This is an optimization exercise on Yosys and OpenROAD, whose aim is small area and a short achievable clock period, not a production implementation. Only simulation tests tie the RTL to the original design; equivalence was not proved. No activity file was given, so power comes from the tool's default toggle rates.

## build 28
// spi_frame_receiver
module spi_frame_receiver
#(
    parameter int SPRITE_NUM    = 16,
    parameter int SPRITE_ADDR_W = 12,
    parameter int QUEUE_DEPTH   = 32,
    parameter int SYNC_STAGES   = 2
) (
    input  logic                            clock,
    input  logic                            reset_n,
    input  logic                            spi_sck,
    input  logic                            spi_mosi,
    input  logic                            spi_cs_n,
    output logic                            spi_miso,
    output logic [$clog2(SPRITE_NUM)-1:0]   sprite_w_select,
    output logic                            sprite_w_en,
    output logic [SPRITE_ADDR_W-1:0]        sprite_w_addr,
    output logic [7:0]                      sprite_w_data,
    input  logic                            dequeue,
    output logic                            is_empty,
    output logic [7:0]                      sprite_id,
    output logic [15:0]                     sprite_x,
    output logic [15:0]                     sprite_y,
    output logic [7:0]                      sprite_scale,
    output logic [$clog2(QUEUE_DEPTH):0]    queue_level,
    output logic                            overflow
);
Size: roughly 88 I/O pins, ~47000 um^2 of cells after synthesis.
clock: 5.5 ns
lec_check: 0
cap_margin: 20
core_margin: 2
core_utilization: 60
cts_cluster_diameter: 45
cts_cluster_size: 24
place_density: 0.7
setup_slack_margin: 3.4
slew_margin: 20
run.sh (not shown) runs the stock make flow with config.mk's settings and CLKGATE_MAP_FILE= SYNTH_SCRIPT=/design/flow/synth_recipe.tcl, a recipe that flattens the netlist after the stock synthesis.
Build 28: flow completed, timing, DRC and antenna clean
The following lists how build 50 was set up differently from build 28:
Settings: changing SETUP_SLACK_MARGIN from 3.4 to 3.0.
Notes after the runs:
Layout overhead on the synthesized area in build 50 is 2.6 points below build 28.
Row number of violations reported at the end of detailed-routing iteration 0: build 50 lower / build 28 higher
Against build 28, first-pass GRT wire length in build 50 came out better.
Going from build 28 to build 50, clock-buffer cell count shrank by a few percent.
Re post-layout worst setup margin: build 28 was higher than build 50.
Diff build 50..build 28 | final count of pins violating max slew | negligible
Comparing build 28 and build 50, the higher cell count is on build 28.
Input changes introduced in build 4 (baseline for comparison: build 50):
Settings: CTS_CLUSTER_SIZE changed from 24 to 30; PLACE_DENSITY changed from 0.7 to 0.8; CTS_CLUSTER_DIAMETER changed from 45 to 50; SETUP_SLACK_MARGIN changed from 3.0 to 3.3; CORE_UTILIZATION changed from 60 to 70.
==> run notes <==
Build 4 ended with more total length of routed met2 wires than build 50. Per the comparison of build 4 with build 50, full die area went down; number of global-route vias before repair grew by 790; relative contribution of the clock network to total power fell by 2.4 points.

---

## before
Another version of the RTL of spi_frame_receiver (not shown whole).
For scale: roughly 3,400 cells after synthesis, roughly 1,700 flip-flops, about 88 I/O pins, roughly 48,000 µm² of cells after synthesis.
clock: 5.5 ns
lec_check: 0
cap_margin: 20
core_margin: 2
core_utilization: 60
place_density: 0.7
setup_slack_margin: 3.0
slew_margin: 20
before: done, clean on timing, DRC and antenna
The following lists how after was set up differently from before:
--- a/flow/config.mk
+++ b/flow/config.mk
@@ -10,2 +10,4 @@
 export CORE_UTILIZATION = 60
+export CTS_CLUSTER_DIAMETER = 45
+export CTS_CLUSTER_SIZE = 24
 export PLACE_DENSITY = 0.7
Results
| number of synthesized flops with an enable pin | before vs after | ≈ equal |
Sequential fraction of total cell area, before and after, lower one = before.
after against before; first-pass GRT wire length is down slightly.
Compared with before, after shows a lower portion of total power attributed to the clock network.
Sort before and after by power asc -> top: after
Taking before as the reference, in after proportion of final cell area spent on non-clock buffers held; relative slew slack went down 3.0 points; minimum setup slack in the final design held; number of detailed-route iterations in the first pass went down 3; hold slack went down 0.0044 ns.
[after vs before] switching share of power: higher in after

---

## north
RTL: one of the versions met above, not the one the previous note started from.
For scale: ~3,400 cells after synthesis, about 88 I/O pins.
==> flow/config.mk <==
export PLATFORM = sky130hd
export DESIGN_NAME = spi_frame_receiver
export DESIGN_NICKNAME = spi_frame_receiver
export VERILOG_FILES = /design/flow/design.v
export SDC_FILE = /design/flow/constraint.sdc
export NUM_CORES = 4
export LEC_CHECK = 0
export CAP_MARGIN = 20
export CORE_MARGIN = 2
export CORE_UTILIZATION = 60
export CTS_CLUSTER_DIAMETER = 45
export CTS_CLUSTER_SIZE = 24
export PLACE_DENSITY = 0.7
export SETUP_SLACK_MARGIN = 3.2
export SLEW_MARGIN = 20
export TNS_END_PERCENT = 20
==> flow/constraint.sdc <==
create_clock -name core_clock -period 5.5 [get_ports {clock}]
set_input_delay 1.1000 -clock core_clock [delete_from_list [all_inputs] [get_ports {clock}]]
set_output_delay 1.1000 -clock core_clock [all_outputs]
set_load 0.01 [all_outputs]
For south, these inputs were changed with respect to north:
- changing SETUP_SLACK_MARGIN from 3.2 to 3.35
- removing TNS_END_PERCENT (formerly 20)
- changing CTS_CLUSTER_DIAMETER from 45 to 80
Results
south vs north — time the worst path needs with I/O delays and setup dropped 0.070 ns. Against north, south reports a relative area of clock buffers and inverters in the final design that is lower. For non-clock buffer count, dividing the value from south by the value from north gives 1.4. On final worst-path setup slack: between north and south, it ends up higher for south. Changes observed in south relative to north: leakage power summed over all cells down about 3.7%, minimum hold slack now sits higher.
For east, these inputs were changed with respect to south:
- SETUP_SLACK_MARGIN changed from 3.35 to 3.2
- PLACE_DENSITY changed from 0.7 to 0.88
- CORE_UTILIZATION changed from 60 to 80
- CTS_CLUSTER_DIAMETER changed from 80 to 45
## What came out
- Across east and south, a clean result was obtained everywhere but in east.
- For east, the flow was terminated by a tool error in global routing and produced no final design.
- east -> south: cell area after synthesis delta 0, exact match
- Per the comparison of east with south, cell row count lost 14, number of distinct library cells after synthesis neither gained nor lost much, number of H-tree levels picked up an extra 1.
- east — number of buffers inserted by post-CTS setup repair 2 higher, south as reference
- Compared with south, in east count of placed standard cells including taps lower; die width lower; die boundary height lower; post-detailed-placement half-perimeter wirelength higher.
--- input diff east..west ---
- CTS_CLUSTER_DIAMETER changed from 45 to 70
- PLACE_DENSITY changed from 0.88 to 0.7
- CORE_UTILIZATION changed from 80 to 60
- CTS_CLUSTER_SIZE changed from 24 to 28
--- outcome ---
- west: PASS, flow complete, no timing, DRC or antenna violations
- Looking only at buffer count from post-CTS setup fixing, and setting everything else aside, the lower value of east and west goes to west.
- The die extent in y of west is higher than that of east.
- Diff east..west | compound-cell area share of the yosys netlist | unchanged
- The initial core utilization of west falls short of that of east by 20 points.

## what the ideal ports hide
How much do the figures lean on ideal ports? The routed layouts below were timed once more, with nothing changed but the port constraints. Step 1 (the two cells are an assumption about what drives the block):
set clk [get_ports {clock}]
set_driving_cell -lib_cell sky130_fd_sc_hd__clkbuf_16 $clk
set_driving_cell -lib_cell sky130_fd_sc_hd__buf_2 [delete_from_list [all_inputs] $clk]
Step 2 moves the port delays by t, midway between the first and last clock arrival at a register: inputs arrive t later, outputs are due t later. That takes back most of the time a late clock gives input paths. a / b / c = no drivers / after step 1 / after step 2; a / b = the first two.
| run | shift t [ns] | setup WS [ns] | hold WS [ns] | latest minus earliest clock arrival (ns) | cell pins on the clock port's net |
|---|---|---|---|---|---|
| build 28 | 0.796 | 3.038 / 2.970 / 2.755 | 0.326 / 0.326 / 0.326 | 0.036 / 0.036 | 1 |
| build 50 | 0.801 | 3.001 / 2.967 / 2.300 | 0.320 / 0.320 / 0.320 | 0.042 / 0.042 | 1 |
| build 4 | 0.772 | 3.019 / 2.951 / 2.368 | 0.321 / 0.321 / 0.321 | 0.042 / 0.042 | 1 |
| before | 0.815 | 2.940 / 2.874 / 2.220 | 0.328 / 0.328 / 0.328 | 0.029 / 0.029 | 1 |
| after | 0.808 | 2.941 / 2.873 / 2.267 | 0.324 / 0.324 / 0.324 | 0.028 / 0.028 | 1 |
| north | 0.803 | 3.025 / 2.959 / 2.309 | 0.282 / 0.253 / 0.317 | 0.041 / 0.041 | 1 |
| south | 0.722 | 3.095 / 3.027 / 2.683 | 0.343 / 0.331 / 0.343 | 0.028 / 0.029 | 1 |
| west | 0.702 | 3.128 / 3.061 / 2.662 | 0.341 / 0.341 / 0.341 | 0.040 / 0.040 | 1 |
After both steps setup and hold are still met in every run listed. The setup slack of before, which loses most, moves by -0.066 ns with the drivers and by -0.720 ns with both steps.
